From an optimization exercise on the open Yosys and OpenROAD flow, aimed at small area, a short achievable clock period and few clock cycles per item; shortcuts taken in it are not production practice. The RTL was checked by simulation tests, not by an equivalence proof against the original design. Power is estimated from default activity; no workload was simulated.

==> run F <==
==> flow/design.v (excerpt) <==
module circular_list_engine (
    input  logic        i_clk,
    input  logic        i_rst_n,
    input  logic        in_valid,
    output logic        in_ready,
    input  logic [2:0]  in_op,
    input  logic [31:0] in_new_value,
    input  logic [31:0] in_anchor_key,
    output logic        out_valid,
    input  logic        out_ready,
    output logic [31:0] out_element,
    output logic [1:0]  out_status,
    output logic        out_final_res,
    output logic [6:0]  out_occupancy
);
make LEC_CHECK=0 CAP_MARGIN=20 CORE_MARGIN=2 CORE_UTILIZATION=45 CTS_CLUSTER_DIAMETER=80 CTS_CLUSTER_SIZE=30 SETUP_SLACK_MARGIN=1.8 SLEW_MARGIN=20 SYNTH_HIERARCHICAL=1 TNS_END_PERCENT=20 finish   # period 5.0 ns
run.sh (not shown) runs the stock make flow with config.mk's settings and CLKGATE_MAP_FILE= SYNTH_SCRIPT=/design/flow/synth_recipe.tcl, a recipe that flattens the netlist after the stock synthesis.
==> run Z (differences from run F) <==
--- a/flow/design.v
+++ b/flow/design.v
@@ -32,31 +32,42 @@
     input  logic [31:0] i_b,
     output logic        o_eq
 );
     assign o_eq = (i_a == i_b);
 endmodule
+module cle_g_nor2 (input logic i_a, input logic i_b, output logic o_y);
+    assign o_y = ~(i_a | i_b);
+endmodule
+module cle_g_nand2 (input logic i_a, input logic i_b, output logic o_y);
+    assign o_y = ~(i_a & i_b);
+endmodule
+module cle_g_inv (input logic i_a, output logic o_y);
+    assign o_y = ~i_a;
+endmodule
 module cle_prefix (
     input  logic [63:0] i_m,
     output logic [63:0] o_p
 );
-    logic [7:0] g, gp;
-    always_comb begin
-        for (int k = 0; k < 8; k++) g[k] = |i_m[8*k +: 8];
-        gp[0] = 1'b0;
-        for (int k = 1; k < 8; k++) gp[k] = gp[k-1] | g[k-1];
-        for (int k = 0; k < 8; k++) begin
-            for (int j = 0; j < 8; j++) begin
-                o_p[8*k + j] = gp[k] | (|(i_m[8*k +: 8] & ((8'd2 << j) - 8'd1)));
+    logic [63:0] lv [7];
+    assign lv[0] = i_m;
+    for (genvar l = 0; l < 6; l++) begin : g_lv
+        for (genvar i = 0; i < 64; i++) begin : g_node
+            if (i < (1 << l)) begin : g_pass
+                cle_g_inv u_g (.i_a(lv[l][i]), .o_y(lv[l+1][i]));
+            end else if (l % 2 == 0) begin : g_nor
+                cle_g_nor2 u_g (.i_a(lv[l][i]), .i_b(lv[l][i - (1 << l)]), .o_y(lv[l+1][i]));
+            end else begin : g_nand
+                cle_g_nand2 u_g (.i_a(lv[l][i]), .i_b(lv[l][i - (1 << l)]), .o_y(lv[l+1][i]));
             end
         end
     end
+    assign o_p = lv[6];
 endmodule
 module cle_selgen (
     input  logic i_pf_i,
     input  logic i_pf_1,
     input  logic i_pf_2,
-    input  logic i_m_1,
     input  logic i_af,       
     input  logic i_del,      
     input  logic i_up,       
     input  logic i_dn,
     input  logic i_bus,
@@ -66,11 +77,11 @@
     output logic o_dn,
     output logic o_bus
 );
     assign o_up   = i_up | (i_af & i_pf_2);
     assign o_dn   = i_dn | (i_del & i_pf_i);
-    assign o_bus  = i_bus | (i_af & i_m_1 & ~i_pf_2);
+    assign o_bus  = i_bus | (i_af & i_pf_1 & ~i_pf_2);
     assign o_hold = ~(i_chg | (i_af & i_pf_1) | (i_del & i_pf_i));
 endmodule
 module cle_fmux #(
     parameter int W = 1
 ) (
@@ -101,19 +112,22 @@
     logic        q_v;
     logic [2:0]  q_op;
     logic [31:0] q_val, q_cmp;
     logic        x_v;
     logic [2:0]  x_op;
-    logic [31:0] x_val;
+    logic        x_st, x_hd, x_tl, x_af, x_del, x_ls;
+    logic [31:0] x_bus;   
     logic [N-1:0] x_m;
     logic [31:0] r_el [N];
     logic [N-1:0] r_tm;
+    logic        q_epre;
     logic [6:0]  r_cnt;
-    logic [6:0]  r_li;    
+    logic        r_more;
+    logic [6:0]  r_rem;
     logic        o_v, s_v;
     logic [41:0] o_d, s_d;
-    logic go, empty, full, last_ls, done, adv, found;
+    logic go, empty, full, done, adv, found;
     logic op_start, op_hd, op_tl, op_af, op_del, op_ls;
     logic g_hd, g_af, g_del, g_ls, g_st;
     logic [N-1:0] mr, col, pf, tl_pos, last_pos;
     logic [N-1:0] sel_up, sel_dn, sel_bus, sel_hold;
     logic [N-1:0] m_next;
@@ -122,42 +136,40 @@
     logic        e;
     logic [41:0] res;
     logic [1:0]  st, st_f, st_n;
     logic [6:0]  occ, occ_f, occ_n, cnt_f, cnt_n, cnt_next;
     logic [N-1:0] tm_f, tm_n, tm_next;
+    logic [31:0] in_cmp;
     assign empty = ~r_tm[0];
     assign full  = r_tm[N-1];
     assign go    = x_v & ~s_v;
-    assign op_start = (x_op == cle_pkg::OP_START) |
-                      ((x_op == cle_pkg::OP_INS_HD || x_op == cle_pkg::OP_INS_TL ||
-                        x_op == cle_pkg::OP_INS_AF) & empty);
-    assign op_hd  = (x_op == cle_pkg::OP_INS_HD) & ~empty & ~full;
-    assign op_tl  = (x_op == cle_pkg::OP_INS_TL) & ~empty & ~full;
-    assign op_af  = (x_op == cle_pkg::OP_INS_AF) & ~empty & ~full;
-    assign op_del = (x_op == cle_pkg::OP_DELETE) & ~empty;
-    assign op_ls  = (x_op == cle_pkg::OP_LIST) & ~empty;
+    assign op_start = x_st;
+    assign op_hd  = x_hd;
+    assign op_tl  = x_tl;
+    assign op_af  = x_af;
+    assign op_del = x_del;
+    assign op_ls  = x_ls;
     assign g_st  = go & op_start;
     assign g_hd  = go & op_hd;
     assign g_af  = go & op_af;
     assign g_del = go & op_del;
     assign g_ls  = go & op_ls;
-    assign last_ls = (r_li + 7'd1 == r_cnt);
-    assign done    = go & ~(op_ls & ~last_ls);
+    assign done    = go & ~r_more;
     assign adv     = q_v & (~x_v | done);
-    assign o_ready = ~q_v | adv;
+    assign o_ready = ~q_v | ~x_v | (~s_v & ~r_more);
     always_comb begin
         for (int i = 0; i < N; i++) begin
             tl_pos[i]   = ~r_tm[i] & ((i == 0) ? 1'b1 : r_tm[(i == 0) ? 0 : i - 1]);
             last_pos[i] = r_tm[i] & ((i == N - 1) ? 1'b1 : ~r_tm[(i == N - 1) ? i : i + 1]);
         end
     end
-    assign bus = op_ls ? r_el[0] : x_val;
+    assign bus = x_bus;
     for (genvar i = 0; i < N; i++) begin : g_cmp
         cle_cmp u_cmp (.i_a(r_el[i]), .i_b(q_cmp), .o_eq(mr[i]));
     end
     assign col = mr & r_tm;
-    assign e = (bus == q_cmp);
+    assign e = op_ls ? col[0] : q_epre;
     cle_prefix u_pf (.i_m(x_m), .o_p(pf));
     assign found = pf[N-1];
     for (genvar i = 0; i < N; i++) begin : g_sel
         logic f_up, f_dn, f_bus, f_chg;
         assign f_up  = (i != 0) & g_hd;
@@ -167,11 +179,10 @@
         assign f_chg = g_hd | (g_st & (i == 0)) | (go & op_tl & tl_pos[i]) | (g_ls & r_tm[i]);
         cle_selgen u_sel (
             .i_pf_i(pf[i]),
             .i_pf_1((i >= 1) ? pf[(i >= 1) ? i - 1 : 0] : 1'b0),
             .i_pf_2((i >= 2) ? pf[(i >= 2) ? i - 2 : 0] : 1'b0),
-            .i_m_1((i >= 1) ? x_m[(i >= 1) ? i - 1 : 0] : 1'b0),
             .i_af(g_af & (i != 0)), .i_del(g_del & (i != N - 1)),
             .i_up(f_up), .i_dn(f_dn), .i_bus(f_bus), .i_chg(f_chg),
             .o_hold(sel_hold[i]), .o_up(sel_up[i]), .o_dn(sel_dn[i]), .o_bus(sel_bus[i])
         );
     end
@@ -249,18 +260,18 @@
     end
     cle_fmux #(.W(9)) u_fres (.i_s(found), .i_a({st_f, occ_f}), .i_b({st_n, occ_n}),
                               .o_y({st, occ}));
     cle_fmux #(.W(N)) u_ftm (.i_s(found), .i_a(tm_f), .i_b(tm_n), .o_y(tm_next));
     cle_fmux #(.W(7)) u_fcnt (.i_s(found), .i_a(cnt_f), .i_b(cnt_n), .o_y(cnt_next));
-    assign res = {op_ls ? r_el[0] : 32'd0, st, op_ls ? last_ls : 1'b1, occ};
+    assign res = {op_ls ? r_el[0] : 32'd0, st, op_ls ? ~r_more : 1'b1, occ};
     always_ff @(posedge i_clk) begin
         if (!i_rst_n) begin
             q_v    <= 1'b0;
             x_v    <= 1'b0;
             r_tm   <= '0;
             r_cnt  <= '0;
-            r_li   <= '0;
+            r_more <= 1'b0;
             o_v    <= 1'b0;
             s_v    <= 1'b0;
         end else begin
             if (o_ready & i_valid) begin
                 q_v <= 1'b1;
@@ -272,11 +283,15 @@
             end else if (done) begin
                 x_v <= 1'b0;
             end
             r_cnt <= cnt_next;
             r_tm  <= tm_next;
-            if (g_ls) r_li <= last_ls ? 7'd0 : r_li + 7'd1;
+            if (adv) begin
+                r_more <= (q_op == cle_pkg::OP_LIST) & (cnt_next > 7'd1);
+            end else if (g_ls) begin
+                r_more <= (r_rem != 7'd1);
+            end
             if (!o_v | i_ready) begin
                 o_v <= s_v | go;
                 s_v <= 1'b0;
             end else if (go) begin
                 s_v <= 1'b1;
@@ -285,23 +300,37 @@
     end
     always_ff @(posedge i_clk) begin
         if (o_ready & i_valid) begin
             q_op  <= i_op;
             q_val <= i_new_value;
-            q_cmp <= (i_op == cle_pkg::OP_INS_AF) ? i_anchor_key : i_new_value;
+            q_cmp <= in_cmp;
+            q_epre <= (in_cmp == (adv ? q_val : x_bus));
         end
         if (adv) begin
             x_op  <= q_op;
-            x_val <= q_val;
+            x_bus <= (q_op == cle_pkg::OP_LIST) ? el_next[0] : q_val;
             x_m   <= m_next & {{(N-1){~g_st}}, 1'b1};
+            r_rem <= cnt_next - 7'd1;
+            x_st  <= (q_op == cle_pkg::OP_START) |
+                     ((q_op == cle_pkg::OP_INS_HD || q_op == cle_pkg::OP_INS_TL ||
+                       q_op == cle_pkg::OP_INS_AF) & ~tm_next[0]);
+            x_hd  <= (q_op == cle_pkg::OP_INS_HD) & tm_next[0] & ~tm_next[N-1];
+            x_tl  <= (q_op == cle_pkg::OP_INS_TL) & tm_next[0] & ~tm_next[N-1];
+            x_af  <= (q_op == cle_pkg::OP_INS_AF) & tm_next[0] & ~tm_next[N-1];
+            x_del <= (q_op == cle_pkg::OP_DELETE) & tm_next[0];
+            x_ls  <= (q_op == cle_pkg::OP_LIST) & tm_next[0];
+        end else if (g_ls) begin
+            r_rem <= r_rem - 7'd1;
+            x_bus <= el_next[0];
         end
         if (!o_v | i_ready) begin
             o_d <= s_v ? s_d : res;
         end else if (go) begin
             s_d <= res;
         end
     end
+    assign in_cmp = (i_op == cle_pkg::OP_INS_AF) ? i_anchor_key : i_new_value;
     assign o_valid = o_v;
     assign {o_element, o_status, o_final, o_occupancy} = o_d;
 endmodule
 `timescale 1ns / 1ps
 module circular_list_engine (
--- a/flow/config.mk
+++ b/flow/config.mk
@@ -8,9 +8,9 @@
 export CAP_MARGIN = 20
 export CORE_MARGIN = 2
 export CORE_UTILIZATION = 45
 export CTS_CLUSTER_DIAMETER = 80
 export CTS_CLUSTER_SIZE = 30
-export SETUP_SLACK_MARGIN = 1.8
+export SETUP_SLACK_MARGIN = 2.3
 export SLEW_MARGIN = 20
 export SYNTH_HIERARCHICAL = 1
-export TNS_END_PERCENT = 20
+export TNS_END_PERCENT = 100
==> summary of the runs <==
Run Z finished with slew limit left. Run F finished with timing, DRC and antenna clean. Against run F, the critical path depth of run Z is lower by 4. Between run F and run Z, the lower synthesized area is in run F (gap about 1%, measured against run Z). In run F the global-route usage is lower than in run Z, by 1.8 points. Against run Z, the non-clock buffer count of run F is higher by 122. Against run F, the sequential share of layout area of run Z is higher by 0.19 points. In run F the cell count is lower than in run Z, by 0.53%. Of run Z and run F, run Z has the higher via count (gap about 1.7%, measured against run F). Of run Z and run F, run Z has the higher synthesized cell count (gap about 0.7%, measured against run F). Total power: run Z is higher than run F (about 15%).
==> figures <==
| metric | run F | run Z |
|---|---|---|
| Power Combinational | 3850 uW | 6920 uW |
| Worst reg2reg startpoint | u_dp.x_m[13] | u_dp.q_cmp[28] |
| Vias after detailed routing | 125831 | 127927 |
| Core Box Area | 288400 sq um | 291300 sq um |
| Result of the run | timing/DRC/antenna clean | complete, but fails checks |
| Reasons for failing layout checks | - | slew limit |
| DRT iter0 DRCs | 16397 | 19542 |
| Inst Count DP | 17606 | 17801 |
| Worst reg2reg setup slack | 1.20 ns | 2.04 ns |
| Met1 routed wirelength after detailed routing | 215500 um | 246100 um |
| #MultiIn Comb | 10856 | 11036 |
| Final critical delay including setup and external delays | 3.799 ns | 2.959 ns |
| Final core occ | 0.5316 | 0.5264 |
| ClkCell Share | 0.03201 | 0.03313 |
| Fraction of final layout cells with drive strength greater than 1 | 0.1487 | 0.1600 |
| Signal buffers share of area | 0.08870 | 0.07248 |
| EDFF count, synth | 250 | 264 |
| Power Sequential | 19600 uW | 21700 uW |
| Number of global-route vias before repair | 119764 | 116950 |
| Share of the clock period used by the worst path | 0.7598 | 0.5919 |
Testbench counts of run F, summed over its fixed seeds: cycles 78,932, ops 16,000.
Testbench counts of run Z, summed over its fixed seeds: cycles 78,932, ops 16,000.

[afterwards: timing with drivers on the ports]
The flow's constraints put no driver on any port. The routed layouts listed below were extracted and timed again, unchanged, in two steps. Step 1 sets driving cells, clkbuf_16 on the clock port and buf_2 on the other inputs (assumed; they add their load-dependent delay and slew). Step 2 also shifts input and output timing later by t, the mid clock arrival at the registers, as if the neighbouring blocks saw the same clock. Three values: ideal ports, drivers, drivers and shift; two values: the first two.
run	t (ns)	slack for setup (ns)	worst setup path after step 2	cell pins on the clock port's net
run F	1.018	1.201 / 1.201 / 1.201	register to register	1
run Z	1.024	2.041 / 2.013 / 1.637	input to register	1
The setup slack of run Z, which loses most, moves by -0.028 ns with the drivers and by -0.404 ns with both steps.
